From an optimization exercise on the open Yosys and OpenROAD flow, aimed at small area, a short achievable clock period and few clock cycles per item; shortcuts taken in it are not production practice. In this exercise RTL edits were held to simulation tests only and were not proved equivalent to the original.

JK:
==> module minimal_standard_lcg_sampler, before the edit <==
module minimal_standard_lcg_sampler (
    input  logic                        aclk,
    input  logic                        aresetn,
    input  logic                        psel,
    input  logic                        penable,
    input  logic                        pwrite,
    input  logic [3:0]                  paddr,
    input  logic [31:0]                 pwdata,
    output logic [31:0]                 prdata,
    output logic                        pready,
    input  logic                        s_valid,
    output logic                        s_ready,
    input  logic [1:0]                  s_func,
    input  logic [2:0]                  s_entry_index,
    input  logic [mlcg_pkg::VAL_W-1:0]  s_weight_value,
    output logic                        m_valid,
    input  logic                        m_ready,
    output logic [mlcg_pkg::VAL_W-1:0]  m_random_value,
    output logic [3:0]                  m_category,
    output logic                        m_flag
);
    logic [30:0]     seed_reg, thresh_reg;
    logic [3:0]      count_reg;
    logic            cfg_we, seed_we;
    logic [1:0]      reg_idx;
    logic [30:0]     x_reg, x_step, m_value_reg;
    logic            b_valid;
    logic [1:0]      b_func;
    logic            m_valid_reg, m_flag_reg;
    logic [3:0]      m_cat_reg, cat;
    logic            adv, accept, step, load;
    logic [4*31-1:0] we_flat;
    logic [4*32-1:0] u_flat;
    assign pready  = 1'b1;
    assign reg_idx = paddr[3:2];
    assign cfg_we  = psel && penable && pwrite;
    assign seed_we = cfg_we && (reg_idx == mlcg_pkg::REG_SEED);
    always_ff @(posedge aclk) begin
        if (!aresetn) begin
            seed_reg   <= 31'd1;
            thresh_reg <= '0;
            count_reg  <= '0;
        end else if (cfg_we) begin
            case (reg_idx)
                mlcg_pkg::REG_SEED:   seed_reg   <= pwdata[30:0];
                mlcg_pkg::REG_THRESH: thresh_reg <= pwdata[30:0];
                mlcg_pkg::REG_COUNT:  count_reg  <= pwdata[3:0];
                default: ;
            endcase
        end
    end
    always_comb begin
        case (reg_idx)
            mlcg_pkg::REG_SEED:   prdata = {1'b0, seed_reg};
            mlcg_pkg::REG_THRESH: prdata = {1'b0, thresh_reg};
            mlcg_pkg::REG_COUNT:  prdata = {28'd0, count_reg};
            default:              prdata = '0;
        endcase
    end
    assign adv     = !m_valid_reg || m_ready;
    assign s_ready = !b_valid || adv;
    assign accept  = s_valid && s_ready;
    assign step    = accept && (s_func != mlcg_pkg::FUNC_LOAD);
    assign load    = accept && (s_func == mlcg_pkg::FUNC_LOAD);
    mlcg_step u_step (
        .x (x_reg),
        .y (x_step)
    );
    always_ff @(posedge aclk) begin
        if (!aresetn) begin
            x_reg <= 31'd1;
        end else if (seed_we) begin
            x_reg <= pwdata[30:0];
        end else if (step) begin
            x_reg <= x_step;
        end
    end
    mlcg_wram u_wram (
        .aclk   (aclk),
        .aresetn(aresetn),
        .we     (load),
        .waddr  (s_entry_index),
        .wdata  (s_weight_value),
        .we_flat(we_flat),
        .u_flat (u_flat)
    );
    mlcg_catsel u_cat (
        .x      (x_reg),
        .we_flat(we_flat),
        .u_flat (u_flat),
        .count  (count_reg),
        .cat    (cat)
    );
    always_ff @(posedge aclk) begin
        if (!aresetn) begin
            b_valid     <= 1'b0;
            m_valid_reg <= 1'b0;
        end else begin
            if (s_ready) begin
                b_valid <= s_valid;
            end
            if (adv) begin
                m_valid_reg <= b_valid;
            end
        end
        if (s_ready) begin
            b_func <= s_func;
        end
        if (adv && b_valid) begin
            m_value_reg <= x_reg;
            m_cat_reg   <= (b_func == mlcg_pkg::FUNC_CATEG) ? cat : 4'd0;
            m_flag_reg  <= (b_func == mlcg_pkg::FUNC_BERN) && (x_reg <= thresh_reg);
        end
    end
    assign m_valid        = m_valid_reg;
    assign m_random_value = m_value_reg;
    assign m_category     = m_cat_reg;
    assign m_flag         = m_flag_reg;
endmodule
Settings: LEC_CHECK=0, ABC_AREA=1, CAP_MARGIN=20, CORE_MARGIN=2, CORE_UTILIZATION=55, SETUP_SLACK_MARGIN=3.5, SLEW_MARGIN=20; clock period 8.0 ns.
run.sh (not shown) runs the stock make flow with config.mk's settings and CLKGATE_MAP_FILE= SYNTH_SCRIPT=/design/flow/synth_recipe.tcl, a recipe that flattens the netlist after the stock synthesis.
Testbench counts of JK, summed over its fixed seeds: cycles 16,064, items 16,000.
Inputs modified between JK and AL:
--- a/flow/design.v
+++ b/flow/design.v
@@ -183,5 +183,11 @@
     logic            m_valid_reg, m_flag_reg;
     logic [3:0]      m_cat_reg, cat;
-    logic            adv, accept, step, load;
+    logic            k_valid, k_flag;
+    logic [3:0]      k_cat;
+    logic [30:0]     k_value;
+    logic            b_adv, pop, b_flag;
+    logic [3:0]      b_cat;
+    logic            accept, step, load;
+    logic [31:0]     prdata_next;
     logic [4*31-1:0] we_flat;
     logic [4*32-1:0] u_flat;
@@ -206,12 +212,16 @@
     always_comb begin
         case (reg_idx)
-            mlcg_pkg::REG_SEED:   prdata = {1'b0, seed_reg};
-            mlcg_pkg::REG_THRESH: prdata = {1'b0, thresh_reg};
-            mlcg_pkg::REG_COUNT:  prdata = {28'd0, count_reg};
-            default:              prdata = '0;
+            mlcg_pkg::REG_SEED:   prdata_next = {1'b0, seed_reg};
+            mlcg_pkg::REG_THRESH: prdata_next = {1'b0, thresh_reg};
+            mlcg_pkg::REG_COUNT:  prdata_next = {28'd0, count_reg};
+            default:              prdata_next = '0;
         endcase
     end
-    assign adv     = !m_valid_reg || m_ready;
-    assign s_ready = !b_valid || adv;
+    always_ff @(posedge aclk) begin
+        prdata <= prdata_next;
+    end
+    assign pop     = m_valid_reg && m_ready;
+    assign b_adv   = b_valid && !k_valid;
+    assign s_ready = !b_valid || !k_valid;
     assign accept  = s_valid && s_ready;
     assign step    = accept && (s_func != mlcg_pkg::FUNC_LOAD);
@@ -246,23 +256,30 @@
         .cat    (cat)
     );
+    assign b_cat  = (b_func == mlcg_pkg::FUNC_CATEG) ? cat : 4'd0;
+    assign b_flag = (b_func == mlcg_pkg::FUNC_BERN) && (x_reg <= thresh_reg);
     always_ff @(posedge aclk) begin
         if (!aresetn) begin
             b_valid     <= 1'b0;
             m_valid_reg <= 1'b0;
+            k_valid     <= 1'b0;
         end else begin
             if (s_ready) begin
                 b_valid <= s_valid;
             end
-            if (adv) begin
-                m_valid_reg <= b_valid;
-            end
+            m_valid_reg <= b_adv || k_valid || (m_valid_reg && !pop);
+            k_valid     <= (b_adv && m_valid_reg && !pop) || (k_valid && !pop);
         end
         if (s_ready) begin
             b_func <= s_func;
         end
-        if (adv && b_valid) begin
-            m_value_reg <= x_reg;
-            m_cat_reg   <= (b_func == mlcg_pkg::FUNC_CATEG) ? cat : 4'd0;
-            m_flag_reg  <= (b_func == mlcg_pkg::FUNC_BERN) && (x_reg <= thresh_reg);
+        if (k_valid ? pop : (b_adv && (!m_valid_reg || pop))) begin
+            m_value_reg <= k_valid ? k_value : x_reg;
+            m_cat_reg   <= k_valid ? k_cat   : b_cat;
+            m_flag_reg  <= k_valid ? k_flag  : b_flag;
+        end
+        if (b_adv && m_valid_reg && !pop) begin
+            k_value <= x_reg;
+            k_cat   <= b_cat;
+            k_flag  <= b_flag;
         end
     end
### Flow results
Startpoint of the most critical setup path = paddr[3]: JK; startpoint of the most critical setup path = u_wram.ld_idx[1]: AL
AL packs its core tighter than JK.
Lower worst-path maximum fanout goes to AL over JK.
Per the comparison of AL with JK, final worst clock skew decreased by 12 ps relative to the old numbers; final RePlAce weighted congestion went down about 4%; filler cell count in the final layout moved down.
Testbench counts of AL, summed over its fixed seeds: cycles 16,064, items 16,000.

---

The RTL this note starts from:
==> flow/design.v <==
package mlcg_pkg;
    localparam int unsigned VAL_W = 31;
    localparam int unsigned CNT_W = 4;
    localparam int unsigned MAX_CATEGORIES = 8;
    localparam logic [1:0] FUNC_UNIFORM = 2'd0;
    localparam logic [1:0] FUNC_CATEG = 2'd1;
    localparam logic [1:0] FUNC_BERN = 2'd2;
    localparam logic [1:0] FUNC_LOAD = 2'd3;
    localparam logic [1:0] REG_SEED = 2'd0;
    localparam logic [1:0] REG_THRESH = 2'd1;
    localparam logic [1:0] REG_COUNT = 2'd2;
endpackage
module mlcg_wram (
    input  logic              aclk,
    input  logic              aresetn,
    input  logic              we,
    input  logic [2:0]        waddr,
    input  logic [30:0]       wdata,
    output logic [4*31-1:0]   we_flat,
    output logic [4*32-1:0]   u_flat
);
    logic [30:0] w_even [4];
    logic [31:0] u_pair [4];
    logic [1:0]  j;
    logic        odd;
    logic [31:0] opa, opb, cs_s, cs_m, cs_c, u_new;
    logic        ld_pend;
    logic [2:0]  ld_idx;
    logic [30:0] ld_val;
    always_ff @(posedge aclk) begin
        if (!aresetn) begin
            ld_pend <= 1'b0;
        end else begin
            ld_pend <= we;
        end
        ld_idx <= waddr;
        ld_val <= wdata;
    end
    assign j   = ld_idx[2:1];
    assign odd = ld_idx[0];
    assign opa   = odd ? {1'b0, w_even[j]} : u_pair[j];
    assign opb   = odd ? 32'd0 : ~{1'b0, w_even[j]};
    assign cs_s  = {1'b0, ld_val} ^ opa ^ opb;
    assign cs_m  = ({1'b0, ld_val} & opa) | ({1'b0, ld_val} & opb) | (opa & opb);
    assign cs_c  = {cs_m[30:0], !odd};
    assign u_new = cs_s + cs_c;
    for (genvar k = 0; k < 4; k++) begin : g_pair
        always_ff @(posedge aclk) begin
            if (ld_pend && j == 2'(k)) begin
                u_pair[k] <= u_new;
                if (!odd) begin
                    w_even[k] <= ld_val;
                end
            end
        end
        assign we_flat[31*k +: 31] = w_even[k];
        assign u_flat[32*k +: 32]  = u_pair[k];
    end
endmodule
module mlcg_step (
    input  logic [30:0] x,
    output logic [30:0] y
);
    logic [30:0] t0, t1, t2, t3, t4, t5;
    logic [30:0] s1, c1, s2, c2, s3, c3, s4, c4;
    logic [30:0] m1, m2, m3, m4;
    assign t0 = {x[16:0], x[30:17]};
    assign t1 = {x[21:0], x[30:22]};
    assign t2 = ~{x[23:0], x[30:24]};
    assign t3 = {x[25:0], x[30:26]};
    assign t4 = {x[27:0], x[30:28]};
    assign t5 = ~x;
    assign s1 = t0 ^ t1 ^ t2;
    assign m1 = (t0 & t1) | (t0 & t2) | (t1 & t2);
    assign c1 = {m1[29:0], m1[30]};
    assign s2 = t3 ^ t4 ^ t5;
    assign m2 = (t3 & t4) | (t3 & t5) | (t4 & t5);
    assign c2 = {m2[29:0], m2[30]};
    assign s3 = s1 ^ c1 ^ s2;
    assign m3 = (s1 & c1) | (s1 & s2) | (c1 & s2);
    assign c3 = {m3[29:0], m3[30]};
    assign s4 = s3 ^ c3 ^ c2;
    assign m4 = (s3 & c3) | (s3 & c2) | (c3 & c2);
    assign c4 = {m4[29:0], m4[30]};
    logic [30:0] gp [6];
    logic [30:0] pp [6];
    logic [30:0] cy;
    logic        eac;
    always_comb begin
        gp[0] = s4 & c4;
        pp[0] = s4 ^ c4;
        for (int l = 0; l < 5; l++) begin
            for (int i = 0; i < 31; i++) begin
                if (((i >> l) & 1) == 1) begin
                    gp[l+1][i] = gp[l][i] | (pp[l][i] & gp[l][((i >> l) << l) - 1]);
                    pp[l+1][i] = pp[l][i] & pp[l][((i >> l) << l) - 1];
                end else begin
                    gp[l+1][i] = gp[l][i];
                    pp[l+1][i] = pp[l][i];
                end
            end
        end
        eac   = gp[5][30] | pp[5][30];
        cy[0] = eac;
        for (int i = 1; i < 31; i++) begin
            cy[i] = gp[5][i-1] | (pp[5][i-1] & eac);
        end
    end
    assign y = pp[0] ^ cy;
endmodule
module mlcg_catsel (
    input  logic [30:0]      x,
    input  logic [4*31-1:0]  we_flat,
    input  logic [4*32-1:0]  u_flat,
    input  logic [3:0]       count,
    output logic [3:0]       cat
);
    logic [32:0] nx;
    logic [32:0] wz [4];
    logic [32:0] uz [4];
    logic [32:0] es [3:8];
    logic [32:0] ec [3:8];
    logic [32:0] em [3:8];
    logic [32:0] esum [3:8];
    logic [8:1]  neg, lt;
    logic [3:0]  n;
    assign n  = (count > 4'd8) ? 4'd8 : count;
    assign nx = ~{2'b00, x};
    always_comb begin
        for (int k = 0; k < 4; k++) begin
            wz[k] = {2'b00, we_flat[31*k +: 31]};
            uz[k] = {1'b0, u_flat[32*k +: 32]};
        end
        es[3] = uz[0] ^ nx ^ wz[1];
        em[3] = (uz[0] & nx) | (uz[0] & wz[1]) | (nx & wz[1]);
        ec[3] = {em[3][31:0], 1'b1};
        es[4] = uz[0] ^ nx ^ uz[1];
        em[4] = (uz[0] & nx) | (uz[0] & uz[1]) | (nx & uz[1]);
        ec[4] = {em[4][31:0], 1'b1};
        for (int k = 5; k <= 8; k++) begin
            es[k] = es[2*((k-1)/2)] ^ ec[2*((k-1)/2)] ^ ((k % 2) ? wz[(k-1)/2] : uz[(k-1)/2]);
            em[k] = (es[2*((k-1)/2)] & ec[2*((k-1)/2)])
                  | (es[2*((k-1)/2)] & ((k % 2) ? wz[(k-1)/2] : uz[(k-1)/2]))
                  | (ec[2*((k-1)/2)] & ((k % 2) ? wz[(k-1)/2] : uz[(k-1)/2]));
            ec[k] = {em[k][31:0], 1'b0};
        end
        neg[1] = we_flat[30:0] < x;
        neg[2] = u_flat[31:0] < {1'b0, x};
        for (int k = 3; k <= 8; k++) begin
            esum[k] = es[k] + ec[k];
            neg[k]  = esum[k][32];
        end
        lt[1] = neg[1] && (n > 4'd0);
        for (int k = 2; k <= 8; k++) begin
            lt[k] = lt[k-1] && neg[k] && (n >= 4'(k));
        end
        cat = 4'd1;
        for (int k = 1; k <= 8; k++) begin
            if (lt[k]) cat = 4'(k + 1);
        end
    end
endmodule
module minimal_standard_lcg_sampler (
    input  logic                        aclk,
    input  logic                        aresetn,
    input  logic                        psel,
    input  logic                        penable,
    input  logic                        pwrite,
    input  logic [3:0]                  paddr,
    input  logic [31:0]                 pwdata,
    output logic [31:0]                 prdata,
    output logic                        pready,
    input  logic                        s_valid,
    output logic                        s_ready,
    input  logic [1:0]                  s_func,
    input  logic [2:0]                  s_entry_index,
    input  logic [mlcg_pkg::VAL_W-1:0]  s_weight_value,
    output logic                        m_valid,
    input  logic                        m_ready,
    output logic [mlcg_pkg::VAL_W-1:0]  m_random_value,
    output logic [3:0]                  m_category,
    output logic                        m_flag
);
    logic [30:0]     seed_reg, thresh_reg;
    logic [3:0]      count_reg;
    logic            cfg_we, seed_we;
    logic [1:0]      reg_idx;
    logic [30:0]     x_reg, x_step, m_value_reg;
    logic            b_valid;
    logic [1:0]      b_func;
    logic            m_valid_reg, m_flag_reg;
    logic [3:0]      m_cat_reg, cat;
    logic            adv, accept, step, load;
    logic [4*31-1:0] we_flat;
    logic [4*32-1:0] u_flat;
    assign pready  = 1'b1;
    assign reg_idx = paddr[3:2];
    assign cfg_we  = psel && penable && pwrite;
    assign seed_we = cfg_we && (reg_idx == mlcg_pkg::REG_SEED);
    always_ff @(posedge aclk) begin
        if (!aresetn) begin
            seed_reg   <= 31'd1;
            thresh_reg <= '0;
            count_reg  <= '0;
        end else if (cfg_we) begin
            case (reg_idx)
                mlcg_pkg::REG_SEED:   seed_reg   <= pwdata[30:0];
                mlcg_pkg::REG_THRESH: thresh_reg <= pwdata[30:0];
                mlcg_pkg::REG_COUNT:  count_reg  <= pwdata[3:0];
                default: ;
            endcase
        end
    end
    always_comb begin
        case (reg_idx)
            mlcg_pkg::REG_SEED:   prdata = {1'b0, seed_reg};
            mlcg_pkg::REG_THRESH: prdata = {1'b0, thresh_reg};
            mlcg_pkg::REG_COUNT:  prdata = {28'd0, count_reg};
            default:              prdata = '0;
        endcase
    end
    assign adv     = !m_valid_reg || m_ready;
    assign s_ready = !b_valid || adv;
    assign accept  = s_valid && s_ready;
    assign step    = accept && (s_func != mlcg_pkg::FUNC_LOAD);
    assign load    = accept && (s_func == mlcg_pkg::FUNC_LOAD);
    mlcg_step u_step (
        .x (x_reg),
        .y (x_step)
    );
    always_ff @(posedge aclk) begin
        if (!aresetn) begin
            x_reg <= 31'd1;
        end else if (seed_we) begin
            x_reg <= pwdata[30:0];
        end else if (step) begin
            x_reg <= x_step;
        end
    end
    mlcg_wram u_wram (
        .aclk   (aclk),
        .aresetn(aresetn),
        .we     (load),
        .waddr  (s_entry_index),
        .wdata  (s_weight_value),
        .we_flat(we_flat),
        .u_flat (u_flat)
    );
    mlcg_catsel u_cat (
        .x      (x_reg),
        .we_flat(we_flat),
        .u_flat (u_flat),
        .count  (count_reg),
        .cat    (cat)
    );
    always_ff @(posedge aclk) begin
        if (!aresetn) begin
            b_valid     <= 1'b0;
            m_valid_reg <= 1'b0;
        end else begin
            if (s_ready) begin
                b_valid <= s_valid;
            end
            if (adv) begin
                m_valid_reg <= b_valid;
            end
        end
        if (s_ready) begin
            b_func <= s_func;
        end
        if (adv && b_valid) begin
            m_value_reg <= x_reg;
            m_cat_reg   <= (b_func == mlcg_pkg::FUNC_CATEG) ? cat : 4'd0;
            m_flag_reg  <= (b_func == mlcg_pkg::FUNC_BERN) && (x_reg <= thresh_reg);
        end
    end
    assign m_valid        = m_valid_reg;
    assign m_random_value = m_value_reg;
    assign m_category     = m_cat_reg;
    assign m_flag         = m_flag_reg;
endmodule
export LEC_CHECK = 0
export ABC_AREA = 1
export CAP_MARGIN = 20
export CORE_MARGIN = 2
export CORE_UTILIZATION = 55
export SETUP_SLACK_MARGIN = 4.0
export SLEW_MARGIN = 20
create_clock -name core_clock -period 8.0 [get_ports {aclk}]
Testbench counts at the start, summed over its fixed seeds: cycles 16,064, items 16,000.
==> next run, changes <==
--- a/flow/design.v
+++ b/flow/design.v
@@ -82,31 +82,23 @@
     assign s4 = s3 ^ c3 ^ c2;
     assign m4 = (s3 & c3) | (s3 & c2) | (c3 & c2);
     assign c4 = {m4[29:0], m4[30]};
     logic [30:0] gp [6];
     logic [30:0] pp [6];
     logic [30:0] cy;
-    logic        eac;
     always_comb begin
         gp[0] = s4 & c4;
         pp[0] = s4 ^ c4;
         for (int l = 0; l < 5; l++) begin
             for (int i = 0; i < 31; i++) begin
-                if (((i >> l) & 1) == 1) begin
-                    gp[l+1][i] = gp[l][i] | (pp[l][i] & gp[l][((i >> l) << l) - 1]);
-                    pp[l+1][i] = pp[l][i] & pp[l][((i >> l) << l) - 1];
-                end else begin
-                    gp[l+1][i] = gp[l][i];
-                    pp[l+1][i] = pp[l][i];
-                end
-            end
-        end
-        eac   = gp[5][30] | pp[5][30];
-        cy[0] = eac;
-        for (int i = 1; i < 31; i++) begin
-            cy[i] = gp[5][i-1] | (pp[5][i-1] & eac);
+                gp[l+1][i] = gp[l][i] | (pp[l][i] & gp[l][(i + 31 - (1 << l)) % 31]);
+                pp[l+1][i] = pp[l][i] & pp[l][(i + 31 - (1 << l)) % 31];
+            end
+        end
+        for (int i = 0; i < 31; i++) begin
+            cy[i] = gp[5][(i + 30) % 31] | pp[5][(i + 30) % 31];
         end
     end
     assign y = pp[0] ^ cy;
 endmodule
 module mlcg_catsel (
     input  logic [30:0]      x,
Effect: The new run finished clean; die area is higher by about 1.4%; sequential share of layout area is lower by 1.3 points; routed wire length is higher by 7.2%; global-route usage is higher by 1.7 points; critical path depth is lower by 6; non-clock buffer count is higher by 64; count of clock-buffer cells in the layout is lower by 10.
Testbench counts after the change, summed over its fixed seeds: cycles 16,064, items 16,000.

==> separate check: timing with driven ports <==
How much do the figures lean on ideal ports? The routed layouts below were timed once more, with nothing changed but the port constraints. Step 1: set_driving_cell puts a clkbuf_16 on aclk and a buf_2 on each other input, an assumption about the parent block. Step 2 also shifts input and output timing later by t, the mid clock arrival at the registers, as if the neighbouring blocks saw the same clock. Three values: no drivers, after step 1, after step 2; two values: the first two.
run	t (ns)	slack for setup (ns)	hold WS [ns]	worst register clock-pin slew, ns	worst slew at a driven data input, ns
JK	0.660	3.524 / 3.500 / 3.500	0.463 / 0.463 / 0.463	0.07 / 0.07	0.07
AL	0.690	3.486 / 3.486 / 3.486	0.459 / 0.459 / 0.459	0.07 / 0.07	0.07
the first run of note 2	0.669	3.477 / 3.477 / 3.477	0.463 / 0.463 / 0.463	0.07 / 0.07	0.06
the second run of note 2	0.663	3.702 / 3.702 / 3.702	0.466 / 0.466 / 0.466	0.07 / 0.07	0.06
After both steps every run listed still meets setup and hold. The setup slack of JK, which loses most, moves by -0.024 ns with the drivers and by -0.024 ns with both steps.
